This is an optimization exercise on Yosys and OpenROAD, whose aim is small area, not a production implementation.
In this exercise RTL edits were held to simulation tests only and were not proved equivalent to the original.
Power figures rest on the tool's default switching activity, not on a simulated workload.

**flow/run.sh**
```bash
#!/bin/bash
# synth_recipe.tcl (not shown) runs the flow's synth.tcl, then flattens the netlist and writes it again
# the make line also repeats each setting of config.mk as NAME=value (left out here)
make -C /OpenROAD-flow-scripts/flow DESIGN_CONFIG=/design/flow/config.mk WORK_HOME=/design/flow/orfs CLKGATE_MAP_FILE= SYNTH_SCRIPT=/design/flow/synth_recipe.tcl finish
```
**flow/constraint.sdc**
```tcl
create_clock -name core_clock -period 8.0 [get_ports {clk_i}]
set_input_delay 1.6000 -clock core_clock [delete_from_list [all_inputs] [get_ports {clk_i}]]
set_output_delay 1.6000 -clock core_clock [all_outputs]
set_load 0.01 [all_outputs]
```
**flow/design.v**
```verilog
package tpft_pkg;
  localparam int FINGER_SLOTS = 5;             
  localparam int SLOT_W       = 3;             
  localparam logic [SLOT_W-1:0] LAST_SLOT = SLOT_W'(FINGER_SLOTS - 1);
  localparam int Q_DEPTH = 2;
  localparam int Q_PTR_W = 1;
  localparam int Q_CNT_W = 2;
  localparam int IN_TDATA_W  = 48;
  localparam int OUT_TDATA_W = 40;
  localparam int OUT_PAD_W   = 3;
  localparam int APB_ADDR_W = 4;
  localparam int APB_DATA_W = 32;
  localparam logic [7:0] SIZE_LARGE = 8'hff;
  localparam logic [3:0]  TOUCH_CODE_RST = 4'd3;
  localparam logic [3:0]  ABS_CODE_RST   = 4'd6;
  localparam logic [3:0]  REL_CODE_RST   = 4'd9;
  localparam logic [15:0] Y_LIMIT_RST    = 16'd32640;
  typedef enum logic [1:0] {
    FAULT_NONE   = 2'd0,
    FAULT_TYPE   = 2'd1,
    FAULT_FINGER = 2'd2
  } fault_e;
  typedef enum logic [1:0] {
    REG_TOUCH_CODE = 2'd0,
    REG_ABS_CODE   = 2'd1,
    REG_REL_CODE   = 2'd2,
    REG_Y_LIMIT    = 2'd3
  } reg_idx_e;
  typedef enum logic [2:0] {
    OP_NONE,       
    OP_TOUCH,      
    OP_ABS_SET,    
    OP_ABS_DROP,   
    OP_REL         
  } op_e;
  typedef struct packed {
    logic [3:0] touch_code;
    logic [3:0] abs_code;
    logic [3:0] rel_code;
  } type_codes_t;
  typedef struct packed {
    op_e                     op;
    fault_e                  fault;
    logic                    button;
    logic [FINGER_SLOTS-1:0] bitmap;
    logic                    slot_a_ok;
    logic [SLOT_W-1:0]       slot_a;
    logic                    slot_b_ok;
    logic [SLOT_W-1:0]       slot_b;
    logic [15:0]             pos_x;
    logic [15:0]             pos_y;
    logic [7:0]              dx_a;
    logic [7:0]              dy_a;
    logic [7:0]              dx_b;
    logic [7:0]              dy_b;
  } cmd_t;
endpackage
module tpft_front (
  input  logic [tpft_pkg::IN_TDATA_W-1:0] pkt_i,
  input  tpft_pkg::type_codes_t           codes_i,
  output tpft_pkg::cmd_t                  cmd_o
);
  logic [7:0] b0, b1, b2, b3, b4, b5;
  logic [3:0] kind;
  logic [3:0] abs_num;
  logic [2:0] rel_num_a;
  logic [2:0] rel_num_b;
  logic       abs_ok;
  logic       rel_a_ok;
  logic       rel_b_ok;
  assign {b5, b4, b3, b2, b1, b0} = pkt_i;
  assign kind      = b0[3:0];
  assign abs_num   = b1[7:4];
  assign rel_num_a = b0[6:4];
  assign rel_num_b = b3[6:4];
  assign abs_ok   = (abs_num != 4'd0) && (abs_num <= 4'(tpft_pkg::FINGER_SLOTS));
  assign rel_a_ok = (rel_num_a != 3'd0) && (rel_num_a <= 3'(tpft_pkg::FINGER_SLOTS));
  assign rel_b_ok = (rel_num_b != 3'd0) && (rel_num_b <= 3'(tpft_pkg::FINGER_SLOTS));
  always_comb begin
    cmd_o           = '0;
    cmd_o.op        = tpft_pkg::OP_NONE;
    cmd_o.fault     = tpft_pkg::FAULT_NONE;
    cmd_o.bitmap    = b1[tpft_pkg::FINGER_SLOTS-1:0];
    cmd_o.pos_x     = {4'd0, b1[3:0], b2};
    cmd_o.pos_y     = {b3, b4};
    cmd_o.dx_a      = b1;
    cmd_o.dy_a      = b2;
    cmd_o.dx_b      = b4;
    cmd_o.dy_b      = b5;
    cmd_o.slot_b    = tpft_pkg::SLOT_W'(rel_num_b - 3'd1);
    cmd_o.slot_b_ok = rel_b_ok;
    if (kind == codes_i.touch_code) begin
      cmd_o.op     = tpft_pkg::OP_TOUCH;
      cmd_o.button = b0[4];
    end else if (kind == codes_i.abs_code) begin
      cmd_o.button = b0[4];
      cmd_o.slot_a = tpft_pkg::SLOT_W'(abs_num - 4'd1);
      if (!abs_ok) begin
        cmd_o.fault = tpft_pkg::FAULT_FINGER;
      end else if (b5 == tpft_pkg::SIZE_LARGE) begin
        cmd_o.op = tpft_pkg::OP_ABS_DROP;
      end else begin
        cmd_o.op = tpft_pkg::OP_ABS_SET;
      end
    end else if (kind == codes_i.rel_code) begin
      cmd_o.op        = tpft_pkg::OP_REL;
      cmd_o.button    = b0[7];
      cmd_o.slot_a    = tpft_pkg::SLOT_W'(rel_num_a - 3'd1);
      cmd_o.slot_a_ok = rel_a_ok;
      if (!rel_a_ok) begin
        cmd_o.fault = tpft_pkg::FAULT_FINGER;
      end
    end else begin
      cmd_o.fault = tpft_pkg::FAULT_TYPE;
    end
  end
endmodule
module tpft_queue (
  input  logic           clk_i,
  input  logic           rst_ni,
  input  logic           push_i,
  input  tpft_pkg::cmd_t push_data_i,
  output logic           full_o,
  input  logic           pop_i,
  output logic           valid_o,
  output tpft_pkg::cmd_t pop_data_o
);
  tpft_pkg::cmd_t                  mem0_q;
  tpft_pkg::cmd_t                  mem1_q;
  logic [tpft_pkg::Q_PTR_W-1:0]    wr_ptr_q, wr_ptr_d;
  logic [tpft_pkg::Q_PTR_W-1:0]    rd_ptr_q, rd_ptr_d;
  logic [tpft_pkg::Q_CNT_W-1:0]    cnt_q, cnt_d;
  logic                            do_push;
  logic                            do_pop;
  assign full_o     = (cnt_q == tpft_pkg::Q_CNT_W'(tpft_pkg::Q_DEPTH));
  assign valid_o    = (cnt_q != '0);
  assign do_push    = push_i && !full_o;
  assign do_pop     = pop_i && valid_o;
  assign pop_data_o = rd_ptr_q[0] ? mem1_q : mem0_q;
  always_comb begin
    wr_ptr_d = wr_ptr_q;
    rd_ptr_d = rd_ptr_q;
    cnt_d    = cnt_q;
    if (do_push) begin
      wr_ptr_d = (wr_ptr_q == tpft_pkg::Q_PTR_W'(tpft_pkg::Q_DEPTH - 1)) ? '0
                 : wr_ptr_q + 1'b1;
    end
    if (do_pop) begin
      rd_ptr_d = (rd_ptr_q == tpft_pkg::Q_PTR_W'(tpft_pkg::Q_DEPTH - 1)) ? '0
                 : rd_ptr_q + 1'b1;
    end
    case ({do_push, do_pop})
      2'b10:   cnt_d = cnt_q + 1'b1;
      2'b01:   cnt_d = cnt_q - 1'b1;
      default: cnt_d = cnt_q;
    endcase
  end
  always_ff @(posedge clk_i or negedge rst_ni) begin
    if (!rst_ni) begin
      wr_ptr_q <= '0;
      rd_ptr_q <= '0;
      cnt_q    <= '0;
    end else begin
      wr_ptr_q <= wr_ptr_d;
      rd_ptr_q <= rd_ptr_d;
      cnt_q    <= cnt_d;
    end
  end
  always_ff @(posedge clk_i) begin
    if (do_push && !wr_ptr_q[0]) begin
      mem0_q <= push_data_i;
    end
    if (do_push && wr_ptr_q[0]) begin
      mem1_q <= push_data_i;
    end
  end
endmodule
module tpft_back (
  input  logic                             clk_i,
  input  logic                             rst_ni,
  input  logic [15:0]                      y_limit_i,
  input  logic                             cmd_valid_i,
  input  tpft_pkg::cmd_t                   cmd_i,
  output logic                             cmd_pop_o,
  output logic                             m_axis_tvalid_o,
  input  logic                             m_axis_tready_i,
  output logic [tpft_pkg::OUT_TDATA_W-1:0] m_axis_tdata_o,
  output logic [1:0]                       m_axis_tuser_o,
  output logic                             m_axis_tlast_o
);
  localparam int N = tpft_pkg::FINGER_SLOTS;
  logic [N-1:0][15:0]          x_q;
  logic [N-1:0][15:0]          x_d;
  logic [N-1:0][15:0]          y_q;
  logic [N-1:0][15:0]          y_d;
  logic [N-1:0]                active_q, active_d;
  logic [N-1:0]                valid_q, valid_d;
  logic                        button_q, button_d;
  logic                        busy_q, busy_d;
  logic [tpft_pkg::SLOT_W-1:0] cnt_q, cnt_d;
  tpft_pkg::fault_e            fault_q, fault_d;
  logic                        out_valid_q, out_valid_d;
  logic [tpft_pkg::SLOT_W-1:0] out_slot_q;
  logic                        out_touch_q;
  logic [15:0]                 out_x_q;
  logic [15:0]                 out_y_q;
  logic                        out_button_q;
  tpft_pkg::fault_e            out_fault_q;
  logic                        out_last_q;
  logic                        load_en;
  logic                        pop;
  logic                        rep_touch;
  logic [15:0]                 rep_x;
  logic [15:0]                 rep_y;
  logic [15:0]                 rep_yi;
  assign load_en   = !out_valid_q || m_axis_tready_i;
  assign pop       = cmd_valid_i &&
                     (!busy_q || (load_en && cnt_q == tpft_pkg::LAST_SLOT));
  assign cmd_pop_o = pop;
  always_comb begin
    x_d      = x_q;
    y_d      = y_q;
    active_d = active_q;
    valid_d  = valid_q;
    button_d = button_q;
    if (pop) begin
      if (cmd_i.op != tpft_pkg::OP_NONE) begin
        button_d = cmd_i.button;
      end
      for (int i = 0; i < N; i++) begin
        case (cmd_i.op)
          tpft_pkg::OP_TOUCH: begin
            active_d[i] = cmd_i.bitmap[i];
            if (!cmd_i.bitmap[i]) begin
              valid_d[i] = 1'b0;
            end
          end
          tpft_pkg::OP_ABS_SET: begin
            if (cmd_i.slot_a == tpft_pkg::SLOT_W'(i)) begin
              x_d[i]     = cmd_i.pos_x;
              y_d[i]     = cmd_i.pos_y;
              valid_d[i] = 1'b1;
            end
          end
          tpft_pkg::OP_ABS_DROP: begin
            if (cmd_i.slot_a == tpft_pkg::SLOT_W'(i)) begin
              valid_d[i] = 1'b0;
            end
          end
          tpft_pkg::OP_REL: begin
            x_d[i] = x_q[i]
              + ((cmd_i.slot_a_ok && cmd_i.slot_a == tpft_pkg::SLOT_W'(i))
                 ? {{8{cmd_i.dx_a[7]}}, cmd_i.dx_a} : 16'd0)
              + ((cmd_i.slot_b_ok && cmd_i.slot_b == tpft_pkg::SLOT_W'(i))
                 ? {{8{cmd_i.dx_b[7]}}, cmd_i.dx_b} : 16'd0);
            y_d[i] = y_q[i]
              + ((cmd_i.slot_a_ok && cmd_i.slot_a == tpft_pkg::SLOT_W'(i))
                 ? {{8{cmd_i.dy_a[7]}}, cmd_i.dy_a} : 16'd0)
              + ((cmd_i.slot_b_ok && cmd_i.slot_b == tpft_pkg::SLOT_W'(i))
                 ? {{8{cmd_i.dy_b[7]}}, cmd_i.dy_b} : 16'd0);
          end
          default: ;
        endcase
      end
    end
  end
  always_comb begin
    rep_touch = active_q[cnt_q] && valid_q[cnt_q];
    rep_x     = x_q[cnt_q];
    rep_y     = y_q[cnt_q];
    rep_yi    = (rep_touch && (y_limit_i > rep_y)) ? y_limit_i - rep_y : 16'd0;
  end
  always_comb begin
    busy_d      = busy_q;
    cnt_d       = cnt_q;
    fault_d     = fault_q;
    out_valid_d = out_valid_q;
    if (load_en) begin
      out_valid_d = busy_q;
      if (busy_q) begin
        if (cnt_q == tpft_pkg::LAST_SLOT) begin
          busy_d = 1'b0;
        end else begin
          cnt_d = cnt_q + 1'b1;
        end
      end
    end
    if (pop) begin
      busy_d  = 1'b1;
      cnt_d   = '0;
      fault_d = cmd_i.fault;
    end
  end
  always_ff @(posedge clk_i or negedge rst_ni) begin
    if (!rst_ni) begin
      for (int i = 0; i < N; i++) begin
        x_q[i] <= '0;
        y_q[i] <= '0;
      end
      active_q    <= '0;
      valid_q     <= '0;
      button_q    <= 1'b0;
      busy_q      <= 1'b0;
      cnt_q       <= '0;
      fault_q     <= tpft_pkg::FAULT_NONE;
      out_valid_q <= 1'b0;
    end else begin
      x_q         <= x_d;
      y_q         <= y_d;
      active_q    <= active_d;
      valid_q     <= valid_d;
      button_q    <= button_d;
      busy_q      <= busy_d;
      cnt_q       <= cnt_d;
      fault_q     <= fault_d;
      out_valid_q <= out_valid_d;
    end
  end
  always_ff @(posedge clk_i) begin
    if (load_en && busy_q) begin
      out_slot_q   <= cnt_q;
      out_touch_q  <= rep_touch;
      out_x_q      <= rep_touch ? rep_x : 16'd0;
      out_y_q      <= rep_yi;
      out_button_q <= button_q;
      out_fault_q  <= fault_q;
      out_last_q   <= (cnt_q == tpft_pkg::LAST_SLOT);
    end
  end
  assign m_axis_tvalid_o = out_valid_q;
  assign m_axis_tdata_o  = {{tpft_pkg::OUT_PAD_W{1'b0}}, out_button_q, out_y_q,
                            out_x_q, out_touch_q, out_slot_q};
  assign m_axis_tuser_o  = out_fault_q;
  assign m_axis_tlast_o  = out_last_q;
endmodule
module touchpad_packet_finger_tracker (
  input  logic                               clk_i,
  input  logic                               rst_ni,
  input  logic                               s_axis_tvalid_i,
  output logic                               s_axis_tready_o,
  input  logic [tpft_pkg::IN_TDATA_W-1:0]    s_axis_tdata_i,
  output logic                               m_axis_tvalid_o,
  input  logic                               m_axis_tready_i,
  output logic [tpft_pkg::OUT_TDATA_W-1:0]   m_axis_tdata_o,
  output logic [1:0]                         m_axis_tuser_o,
  output logic                               m_axis_tlast_o,
  input  logic                               psel,
  input  logic                               penable,
  input  logic                               pwrite,
  input  logic [tpft_pkg::APB_ADDR_W-1:0]    paddr,
  input  logic [tpft_pkg::APB_DATA_W-1:0]    pwdata,
  output logic [tpft_pkg::APB_DATA_W-1:0]    prdata,
  output logic                               pready
);
  tpft_pkg::type_codes_t codes_q, codes_d;
  logic [15:0]           y_limit_q, y_limit_d;
  tpft_pkg::reg_idx_e    reg_idx;
  logic                  reg_wr;
  tpft_pkg::cmd_t        front_cmd;
  tpft_pkg::cmd_t        q_cmd;
  logic                  q_full;
  logic                  q_valid;
  logic                  q_pop;
  assign pready  = 1'b1;
  assign reg_idx = tpft_pkg::reg_idx_e'(paddr[3:2]);
  assign reg_wr  = psel && penable && pwrite;
  always_comb begin
    codes_d   = codes_q;
    y_limit_d = y_limit_q;
    if (reg_wr) begin
      case (reg_idx)
        tpft_pkg::REG_TOUCH_CODE: codes_d.touch_code = pwdata[3:0];
        tpft_pkg::REG_ABS_CODE:   codes_d.abs_code   = pwdata[3:0];
        tpft_pkg::REG_REL_CODE:   codes_d.rel_code   = pwdata[3:0];
        tpft_pkg::REG_Y_LIMIT:    y_limit_d          = pwdata[15:0];
        default: ;
      endcase
    end
  end
  always_comb begin
    case (reg_idx)
      tpft_pkg::REG_TOUCH_CODE: prdata = {28'd0, codes_q.touch_code};
      tpft_pkg::REG_ABS_CODE:   prdata = {28'd0, codes_q.abs_code};
      tpft_pkg::REG_REL_CODE:   prdata = {28'd0, codes_q.rel_code};
      tpft_pkg::REG_Y_LIMIT:    prdata = {16'd0, y_limit_q};
      default:                  prdata = '0;
    endcase
  end
  always_ff @(posedge clk_i or negedge rst_ni) begin
    if (!rst_ni) begin
      codes_q.touch_code <= tpft_pkg::TOUCH_CODE_RST;
      codes_q.abs_code   <= tpft_pkg::ABS_CODE_RST;
      codes_q.rel_code   <= tpft_pkg::REL_CODE_RST;
      y_limit_q          <= tpft_pkg::Y_LIMIT_RST;
    end else begin
      codes_q   <= codes_d;
      y_limit_q <= y_limit_d;
    end
  end
  tpft_front u_front (
    .pkt_i   (s_axis_tdata_i),
    .codes_i (codes_q),
    .cmd_o   (front_cmd)
  );
  assign s_axis_tready_o = !q_full;
  tpft_queue u_queue (
    .clk_i       (clk_i),
    .rst_ni      (rst_ni),
    .push_i      (s_axis_tvalid_i),
    .push_data_i (front_cmd),
    .full_o      (q_full),
    .pop_i       (q_pop),
    .valid_o     (q_valid),
    .pop_data_o  (q_cmd)
  );
  tpft_back u_back (
    .clk_i           (clk_i),
    .rst_ni          (rst_ni),
    .y_limit_i       (y_limit_q),
    .cmd_valid_i     (q_valid),
    .cmd_i           (q_cmd),
    .cmd_pop_o       (q_pop),
    .m_axis_tvalid_o (m_axis_tvalid_o),
    .m_axis_tready_i (m_axis_tready_i),
    .m_axis_tdata_o  (m_axis_tdata_o),
    .m_axis_tuser_o  (m_axis_tuser_o),
    .m_axis_tlast_o  (m_axis_tlast_o)
  );
endmodule
```
**flow/config.mk**
```make
export PLATFORM = sky130hd
export DESIGN_NAME = touchpad_packet_finger_tracker
export DESIGN_NICKNAME = touchpad_packet_finger_tracker
export VERILOG_FILES = /design/flow/design.v
export SDC_FILE = /design/flow/constraint.sdc
export NUM_CORES = 4
export LEC_CHECK = 0
export CAP_MARGIN = 20
export CORE_MARGIN = 2
export CORE_UTILIZATION = 40
export SLEW_MARGIN = 20
```
==> Implementation_results.wiki <==
{| class="wikitable"
! Metric !! Value
|-
| Clock Root Buffer || sky130_fd_sc_hd__clkbuf_16
|-
| Commonest non-fill, non-tap cell in the layout || sky130_fd_sc_hd__nand2_1
|-
| Synth Warn # || 4
|-
| Die X-Extent || 268.8 um
|-
| Post-route setup TNS || 0 ns
|-
| Crit share post-route || 0.7144
|-
| Nature of the critical path startpoint || register
|-
| Total via count after detailed routing || 22926
|-
| Total track usage || 0.2521
|-
| Number of sinks handled by clock tree synthesis || 358
|-
| Area fraction in compound gates after synthesis || 0.1612
|-
| Number of resized instances in the post-cts repair step || 0
|-
| Maximum resistive drop on vdd || 167.1 uV
|-
| Final ANT Viol Nets || 0
|-
| Hold violation count in the final report || 0
|-
| Cell type with the highest aggregate area in the netlist || sky130_fd_sc_hd__dfrtp_1
|-
| First-pass GRT wire length || 138500 um
|-
| Register bit count reported by yosys || 358
|-
| Final worst path period need || 5.715 ns
|-
| Hold bufs inserted after CTS || 0
|-
| Fraction of synthesis flops using an asynchronous set or reset pin || 0.5866
|-
| Max Clk Rate || 175.0 MHz
|-
| Fraction of the mapped netlist area in adder cells || 0.1944
|-
| Via count of the first global-routing pass || 23550
|-
| Starting DRT DRC Count || 1944
|-
| CTS tree || yes
|-
| Later-pin clock latency in the skew report || 0.62 ns
|-
| Leakage dissipation || 0.01435 uW
|-
| Number of flops mapped to enable cells by yosys || 148
|-
| PortBufs || 130
|-
| Portion of the post-synthesis area used by sequential elements || 0.3466
|-
| Clock slew seen by the registers of the worst setup and hold paths || 0.06 ns
|-
| Site row count || 97
|-
| Cells after Synth || 2925
|-
| Total overflow reported by the global router || 0
|-
| DR pass1 iterations || 6
|-
| Largest clock skew in the final design || 0.04760 ns
|-
| Vert. Die Dim || 268.8 um
|-
| Synth top area share || 0.1749
|-
| Final GP Congestion || 0.9351
|-
| Critical path start-end classification || register to register
|-
| Final count of negative-setup-slack endpoints || 0
|-
| Initial antenna violation count || 4
|-
| Mean cell area of the mapped netlist || 9.586 um2
|-
| Die area || 0.07223 mm2
|-
| Crit path buf inv count || 3
|-
| Required @ worst endpoint || 8.51 ns
|-
| Highest net fanout along the worst path || 35
|-
| Wire length after detailed routing || 89680 um
|-
| PD cells || 373.0 mW/mm2
|-
| Synth cell types || 75
|-
| Worst Setup End Kind || register
|-
| Area share of xor/xnor cells in the synthesized design || 0.04155
|-
| H-tree levels || 2
|-
| Layout cell share with drive strength beyond 1 || 0.08701
|-
| Area share of and/or/nand/nor cells after synthesis || 0.1354
|-
| Fraction of synthesized area in multiplexers || 0.06511
|-
| Delay-heaviest family, CP || compound AO/OA/AOI/OAI gates
|-
| Final Net Count || 3474
|-
| Max-cap check violation count || 0
|-
| Largest family of logic cells by synthesized area || adder cells
|-
| DPL Wire Length || 66250 um
|-
| Routed wire length per instance || 22.29 um
|-
| Worst-path cell chain || mux2i_1 > nand2_1 > nor2_1 > buf_4 > nand2_1 > fa_1 > inv_1 > ha_1 > inv_1 > fa_1 > nand2b_1 > a21oi_1 > a2111oi_0 > o21ai_0 > a31oi_1 > xor2_1 > o21ai_0
|-
| Floorplan Core Area || 0.06966 mm2
|-
| Commonest cells after routing, fill and taps aside || 332 x sky130_fd_sc_hd__nand2_1, 256 x sky130_fd_sc_hd__inv_1, 236 x sky130_fd_sc_hd__a21oi_1, 193 x sky130_fd_sc_hd__dfrtp_1, 190 x sky130_fd_sc_hd__nor2_1
|-
| TritonCTS Buffers || 46
|-
| Unrepaired setup endpoints after global routing || false
|-
| Type of the most critical hold path || register to register
|-
| Dominant cells by area after synthesis || sky130_fd_sc_hd__dfrtp_1 17%, sky130_fd_sc_hd__edfxtp_1 16%, sky130_fd_sc_hd__fa_1 11%
|-
| Combined area of all synthesized cells || 0.02804 mm2
|-
| Pin count of the biggest net entering global routing || 88
|-
| DR DRC count || 0
|-
| Count of boundary I/O pins || 169
|-
| Initial core utilization || 0.4025
|-
| Tightest Pin Transition || 1.172 ns
|-
| Run status || no timing/DRC/antenna violations
|-
| Via density per instance || 5.697
|-
| Syn-to-layout area delta || 14.79%
|-
| Final Slew Violations || 0
|-
| Top_reg_cell synth || sky130_fd_sc_hd__dfrtp_1
|-
| Hold WS || 0.4546 ns
|-
| # Post-CTS Setup Buffers || 0
|-
| Delay of the slowest cell on the worst path || 0.88 ns
|-
| Bufs on Longest Clock Path || 3
|-
| Headroom to the max-slew limit || 0.2160
|-
| Cell with the largest stage delay on the worst path || sky130_fd_sc_hd__dfrtp_2
|-
| Data arrival time of the critical path || 6.22 ns
|}
final cells by class:
cell class | instances | area [um2]
antenna | 4 | 10.01
clock buffer | 57 | 1316
clock inverter | 27 | 365.4
fill | 6639 | 37480
inverter | 257 | 964.7
multi-input combinational | 2202 | 16960
sequential | 358 | 9721
tap | 940 | 1176
timing repair buffer | 179 | 1674
cell families (layout without fill, tap and decap cells):
family / after synthesis / count (layout)
mux: 160 / 160
fa+ha+maj: 339 / 339
xor+xnor: 133 / 133
buf+inv: 383 / 520
simple gates: 833 / 833
other cells: 2 / 24
flops: 358 / 358
compound gates: 717 / 717
worst reg2reg max path, stage by stage (launching register included):
cell,delay [ns]
sky130_fd_sc_hd__dfrtp_2,0.88
sky130_fd_sc_hd__mux2i_1,0.65
sky130_fd_sc_hd__nand2_1,0.14
sky130_fd_sc_hd__nor2_1,0.64
sky130_fd_sc_hd__buf_4,0.30
sky130_fd_sc_hd__nand2_1,0.09
sky130_fd_sc_hd__fa_1,0.50
sky130_fd_sc_hd__inv_1,0.08
sky130_fd_sc_hd__ha_1,0.22
sky130_fd_sc_hd__inv_1,0.07
sky130_fd_sc_hd__fa_1,0.39
sky130_fd_sc_hd__nand2b_1,0.17
sky130_fd_sc_hd__a21oi_1,0.43
sky130_fd_sc_hd__a2111oi_0,0.24
sky130_fd_sc_hd__o21ai_0,0.34
sky130_fd_sc_hd__a31oi_1,0.16
sky130_fd_sc_hd__xor2_1,0.16
sky130_fd_sc_hd__o21ai_0,0.15
sequential cells by signal (all words and copies together), names as in the netlist, 5 cells and up:
register / flops
u_back.out_y_q: 16
u_back.valid_q: 5
u_back.x_q: 80
u_queue.mem1_q: 54
u_queue.mem0_q: 54
codes_q: 12
u_back.y_q: 80
y_limit_q: 16
u_back.active_q: 5
u_back.out_x_q: 16
per-layer routing:
layer,up-vias,track usage,share of wire
met4,0,0.09489,0.038
met1,11381,0.3255,0.42
li1,10523,-,-
met3,200,0.05306,0.078
met5,-,0,0
met2,822,0.4159,0.47
stage by stage:
step | setup WS [ns] | utilization | power, uW | cell area [um2] | cells
floorplan | 3.265 | - | 7455 | 28110 | 2943
global placement | 2.304 | 0.4374 | 9432 | 30470 | 3936
detailed placement | 2.262 | 0.4374 | 9605 | 30470 | 3936
CTS | 2.216 | 0.4616 | 11970 | 32160 | 4020
global route | 1.778 | 0.4619 | 12870 | 32170 | 4020
finish | 2.285 | 0.4620 | 12010 | 32180 | 4024
path summary, 6_finish.rpt:
check,slack [ns],endpoint,cells after the start,start
max reg2reg,2.28,u_back.x_q[13]$_DFFE_PN0P_,17,u_queue.rd_ptr_q$_DFFE_PN0P_
min in group asynchronous,1.03,u_back.y_q[14]$_DFFE_PN0P_,1,rst_ni
min,0.45,u_back.out_fault_q[0]$_DFFE_PP_,0,u_back.fault_q[0]$_DFFE_PN0P_
max,2.28,u_back.x_q[13]$_DFFE_PN0P_,17,u_queue.rd_ptr_q$_DFFE_PN0P_
min reg2reg,0.45,u_back.out_fault_q[0]$_DFFE_PP_,0,u_back.fault_q[0]$_DFFE_PN0P_
max in group asynchronous,5.50,u_queue.rd_ptr_q$_DFFE_PN0P_,2,rst_ni
Yosys cell counts, types with 7 or more instances:
| cell type | count |
|---|---|
| sky130_fd_sc_hd__a311oi_1 | 13 |
| sky130_fd_sc_hd__xor2_1 | 51 |
| sky130_fd_sc_hd__a21o_1 | 51 |
| sky130_fd_sc_hd__buf_4 | 23 |
| sky130_fd_sc_hd__nor4_1 | 13 |
| sky130_fd_sc_hd__a2111oi_0 | 7 |
| sky130_fd_sc_hd__o31ai_1 | 9 |
| sky130_fd_sc_hd__fa_1 | 161 |
| sky130_fd_sc_hd__o21a_1 | 18 |
| sky130_fd_sc_hd__or3_1 | 24 |
| sky130_fd_sc_hd__nand4_1 | 12 |
| sky130_fd_sc_hd__dfstp_2 | 14 |
| sky130_fd_sc_hd__inv_1 | 256 |
| sky130_fd_sc_hd__a31oi_1 | 26 |
| sky130_fd_sc_hd__nor2b_1 | 18 |
| sky130_fd_sc_hd__ha_1 | 178 |
| sky130_fd_sc_hd__a211oi_1 | 50 |
| sky130_fd_sc_hd__buf_2 | 26 |
| sky130_fd_sc_hd__o21ai_0 | 161 |
| sky130_fd_sc_hd__nor3_1 | 52 |
| sky130_fd_sc_hd__and3_1 | 34 |
| sky130_fd_sc_hd__nor2_1 | 201 |
| sky130_fd_sc_hd__and2_1 | 17 |
| sky130_fd_sc_hd__a21oi_1 | 237 |
| sky130_fd_sc_hd__mux4_2 | 11 |
| sky130_fd_sc_hd__nor3b_1 | 15 |
| sky130_fd_sc_hd__or2_2 | 11 |
| sky130_fd_sc_hd__o211ai_1 | 20 |
| sky130_fd_sc_hd__clkbuf_1 | 71 |
| sky130_fd_sc_hd__mux2_2 | 69 |
| sky130_fd_sc_hd__nand3_1 | 49 |
| sky130_fd_sc_hd__nand2b_1 | 40 |
| sky130_fd_sc_hd__o221ai_1 | 35 |
| sky130_fd_sc_hd__mux2i_1 | 80 |
| sky130_fd_sc_hd__nand2_1 | 333 |
| sky130_fd_sc_hd__xnor2_1 | 82 |
| sky130_fd_sc_hd__o21bai_1 | 16 |
| sky130_fd_sc_hd__dfrtp_1 | 196 |
| sky130_fd_sc_hd__edfxtp_1 | 148 |
| sky130_fd_sc_hd__a221o_1 | 17 |
power breakdown:
group	switching (uW)	internal (uW)	leakage [uW]	total, uW
Clock	893	1400	0.000821	2290
Sequential	534	2600	0.00398	3140
Combinational	4120	2460	0.00955	6570

## what the ideal ports hide
No port has a modelled driver above. Below, the same layout with a new extraction and two added sets of constraints. Step 1 assumes that a clkbuf_16 drives the clock port and a buf_2 every other input. Step 2, shift: input delay + t, output delay - t, t = (earliest + latest rising clock arrival at the registers) / 2. This alone moves slack from input paths to output paths. Slacks: no drivers / after step 1 / after step 2; pairs: no drivers / after step 1.
t (ns): 0.650
slack for setup (ns): 2.285 / 2.285 / 2.285
worst setup path at the end: register to register
slew at the worst register clock pin (ns): 0.06 / 0.06
pins driven straight from the clock port: 1
After both steps setup and hold are still met in this run. The setup slack of this run moves by 0.000 ns with the drivers and by 0.000 ns with both steps.
